Context: an optimization exercise on an open-source flow, tuned for small area, a short achievable clock period and few clock cycles per item. The choices shown serve that exercise and are no tape-out recipe.
The RTL was checked by simulation tests, not by an equivalence proof against the original design.
No activity file was given, so power comes from the tool's default toggle rates.

## cedar
Design csa_multiplier, start of the top module:
module csa_multiplier (
    input  logic        clk,
    input  logic        rst_n,
    input  logic        in_valid,
    input  logic [15:0] x,
    input  logic [15:0] y,
    output logic        out_valid,
    output logic [31:0] product
);
Size in the first run: roughly 68 I/O pins, ~11,000 µm² of cells after synthesis.
export LEC_CHECK = 0
export CAP_MARGIN = 20
export CORE_MARGIN = 2
export CORE_UTILIZATION = 40
export CTS_CLUSTER_DIAMETER = 100
export CTS_CLUSTER_SIZE = 30
export SETUP_SLACK_MARGIN = 4.25
export SLEW_MARGIN = 20
create_clock -name core_clock -period 6.5 [get_ports {clk}]
standard.sh (not shown) runs the stock make flow with config.mk's settings and CLKGATE_MAP_FILE= SYNTH_SCRIPT=/design/flow/synth_recipe.tcl, a recipe that flattens the netlist after the stock synthesis.
==> flow/flow/run.sh <==
#!/bin/bash
# Own layout flow: the standard layout with two changes.
# 1. Synthesis: Yosys's synth runs with -noabc, so its early "abc -fast" pass
#    does not re-map the hand-written full/half adders before extract_fa maps
#    them to the library's fa/ha cells (no inverters between adders).
# 2. Port buffers: buffer_ports still gives every input and output port a
#    buffer, but uses the plain buffer named below instead of the delay cell
#    it picks by default.
# Everything else is the standard flow (standard.sh, ORFS make targets).
set -euo pipefail
here=$(pwd)
sed 's/yosys synth -nofsm -noshare /yosys synth -nofsm -noshare -noabc /' synth_recipe.tcl > noabc_synth.tcl
grep -q -- "-noabc" noabc_synth.tcl
export BUFFER_PORTS_ARGS="-buffer_cell sky130_fd_sc_hd__buf_1"
bash standard.sh SYNTH_SCRIPT="$here/noabc_synth.tcl" finish > "$here/flow_make.log" 2>&1
Having completed the whole flow, cedar delivered a layout that passed the timing, DRC and antenna checks.
Testbench counts of cedar, summed over its fixed seeds: cycles 12,024, items 12,000.
Here is what was changed in the inputs of maple compared with cedar.
- CORE_UTILIZATION changed from 40 to 35
## What came out
maple: clock network area share lower than cedar. Sequential fraction of total cell area is lower on maple. Where first-pass GRT wire length is concerned, cedar is better than maple. Taking maple over cedar, the die area ratio works out to 1.14. Taking cedar as the reference point, the first-iteration DRC count of maple rises by 37. Delta (maple minus cedar): final period demand of the worst path climbed 0.0066 ns; worst-case hold slack shows no meaningful change. Between cedar and maple, the difference in portion of total power attributed to sequential cells is negligible. From cedar to maple the numbers moved as follows: worst setup slack moved down, cell count shows an increase of 54.


Another version of the RTL of csa_multiplier (not shown whole).
For scale: ~230 flip-flops, roughly 0.011 mm^2 of cells after synthesis.
==> flow/config.mk <==
export PLATFORM = sky130hd
export DESIGN_NAME = csa_multiplier
export DESIGN_NICKNAME = csa_multiplier
export VERILOG_FILES = /design/flow/design.v
export SDC_FILE = /design/flow/constraint.sdc
export NUM_CORES = 4
export LEC_CHECK = 0
export CAP_MARGIN = 20
export CORE_MARGIN = 2
export CORE_UTILIZATION = 40
export CTS_CLUSTER_DIAMETER = 80
export CTS_CLUSTER_SIZE = 24
export SETUP_SLACK_MARGIN = 4.2
export SLEW_MARGIN = 20
==> flow/constraint.sdc <==
create_clock -name core_clock -period 6.5 [get_ports {clk}]
set_input_delay 1.3000 -clock core_clock [delete_from_list [all_inputs] [get_ports {clk}]]
set_output_delay 1.3000 -clock core_clock [all_outputs]
set_load 0.01 [all_outputs]
Scripts as last shown in full above: flow/flow/run.sh
The starting point finished clean.
Testbench counts at the start, summed over its fixed seeds: cycles 12,024, items 12,000.
Then changed:
Settings changed: SETUP_SLACK_MARGIN 4.2 to 4.3, TNS_END_PERCENT set to 0.
Setup slack stays flat.
Non-clock buffer count grows by 1.
Final area hardly moves.
Routed wire length fell slightly.
Via count stays flat.
Power is about the same.
Sequential share of layout area hardly moves.


csa_multiplier again, from the RTL that the note above started with.
==> flow/config.mk <==
export PLATFORM = sky130hd
export DESIGN_NAME = csa_multiplier
export DESIGN_NICKNAME = csa_multiplier
export VERILOG_FILES = /design/flow/design.v
export SDC_FILE = /design/flow/constraint.sdc
export NUM_CORES = 4
export LEC_CHECK = 0
export CAP_MARGIN = 20
export CORE_MARGIN = 2
export CORE_UTILIZATION = 40
export CTS_CLUSTER_DIAMETER = 80
export CTS_CLUSTER_SIZE = 24
export SETUP_SLACK_MARGIN = 4.3
export SLEW_MARGIN = 20
==> flow/constraint.sdc <==
create_clock -name core_clock -period 6.5 [get_ports {clk}]
set_input_delay 1.3000 -clock core_clock [delete_from_list [all_inputs] [get_ports {clk}]]
set_output_delay 1.3000 -clock core_clock [all_outputs]
set_load 0.01 [all_outputs]
==> flow/flow/run.sh <==
#!/bin/bash
# Own layout flow: the standard layout with two changes.
# 1. Synthesis: Yosys's synth runs with -noabc, so its early "abc -fast" pass
#    does not re-map the hand-written full/half adders before extract_fa maps
#    them to the library's fa/ha cells (no inverters between adders).
# 2. Port buffers: buffer_ports still gives every input and output port a
#    buffer, but uses the plain buffer named below instead of the delay cell
#    it picks by default.
# Everything else is the standard flow (standard.sh, ORFS make targets).
set -euo pipefail
here=$(pwd)
sed 's/yosys synth -nofsm -noshare /yosys synth -nofsm -noshare -noabc /' synth_recipe.tcl > noabc_synth.tcl
grep -q -- "-noabc" noabc_synth.tcl
export BUFFER_PORTS_ARGS="-buffer_cell sky130_fd_sc_hd__buf_2"
bash standard.sh SYNTH_SCRIPT="$here/noabc_synth.tcl" finish > "$here/flow_make.log" 2>&1
The first run completed with no timing, DRC or antenna violations.
Testbench counts at the start, summed over its fixed seeds: cycles 12,024, items 12,000.
==> next run, changes <==
--- a/flow/flow/run.sh
+++ b/flow/flow/run.sh
@@ -13,3 +13,3 @@
 grep -q -- "-noabc" noabc_synth.tcl
-export BUFFER_PORTS_ARGS="-buffer_cell sky130_fd_sc_hd__buf_2"
+export BUFFER_PORTS_ARGS="-buffer_cell sky130_fd_sc_hd__buf_1"
 bash standard.sh SYNTH_SCRIPT="$here/noabc_synth.tcl" finish > "$here/flow_make.log" 2>&1
- SETUP_SLACK_MARGIN: 4.3 -> 4.35
Worst hold slack is about the same. Synthesized area does not change. Die area stays the same. Via count climbs slightly. Non-clock buffer count increases by 1.
==> next run, changes <==
- SETUP_SLACK_MARGIN: 4.35 -> 4.3
Core utilization drops by 0.60 points.
Die area stays the same.
Combinational power went down by roughly a tenth.
==> next run, changes <==
- CTS_CLUSTER_DIAMETER: 80 -> 100
- CTS_CLUSTER_SIZE: 24 -> 30
After rerunning:
- register-to-register slack gets worse by 0.02 ns
- wire length increases by about 1%
- clock skew increases by 0.015 ns
- non-clock buffer count increases by 1
- sequential share of layout area increases by 0.23 points
- first-iteration DRC count increases by about 5%
- cell count hardly moves
- hold slack gets worse by 0.016 ns
==> next run, changes <==
- CTS_CLUSTER_DIAMETER: 100 -> 80
- CTS_CLUSTER_SIZE: 30 -> 24
- SETUP_SLACK_MARGIN: 4.3 -> 4.25
The changed run passed the timing, DRC and antenna checks.
Die area does not change.
Non-clock buffer count does not change.
Total power goes down by about 3%.
Cell count went up by 0.51%.
Clock power came out higher by about 13%.

-- separate check: timing with driven ports --
How much do the figures lean on ideal ports? The routed layouts below were timed once more, with nothing changed but the port constraints. Step 1, drivers: a clkbuf_16 drives clk and a buf_2 each remaining input, both assumed. Step 2, shift: input delay + t, output delay - t, t = (earliest + latest rising clock arrival at the registers) / 2. This alone moves slack from input paths to output paths. a / b / c = ideal / step 1 / step 2; a / b = the first two.
run | t (ns) | setup WS [ns] | slew at the worst register clock pin (ns)
cedar | 0.514 | 4.246 / 4.232 / 4.246 | 0.11 / 0.11
maple | 0.512 | 4.240 / 4.231 / 4.240 | 0.11 / 0.11
the first run of note 2 | 0.520 | 4.200 / 4.200 / 4.200 | 0.09 / 0.09
the second run of note 2 | 0.536 | 4.201 / 4.198 / 4.201 | 0.09 / 0.09
the first run of note 3 | 0.526 | 4.258 / 4.224 / 4.258 | 0.10 / 0.10
the second run of note 3 | 0.522 | 4.266 / 4.232 / 4.266 | 0.09 / 0.09
the third run of note 3 | 0.518 | 4.271 / 4.241 / 4.271 | 0.09 / 0.09
the fourth run of note 3 | 0.526 | 4.253 / 4.222 / 4.253 | 0.12 / 0.12
the fifth run of note 3 | 0.522 | 4.256 / 4.233 / 4.256 | 0.10 / 0.10
After both steps setup and hold are still met in every run listed.
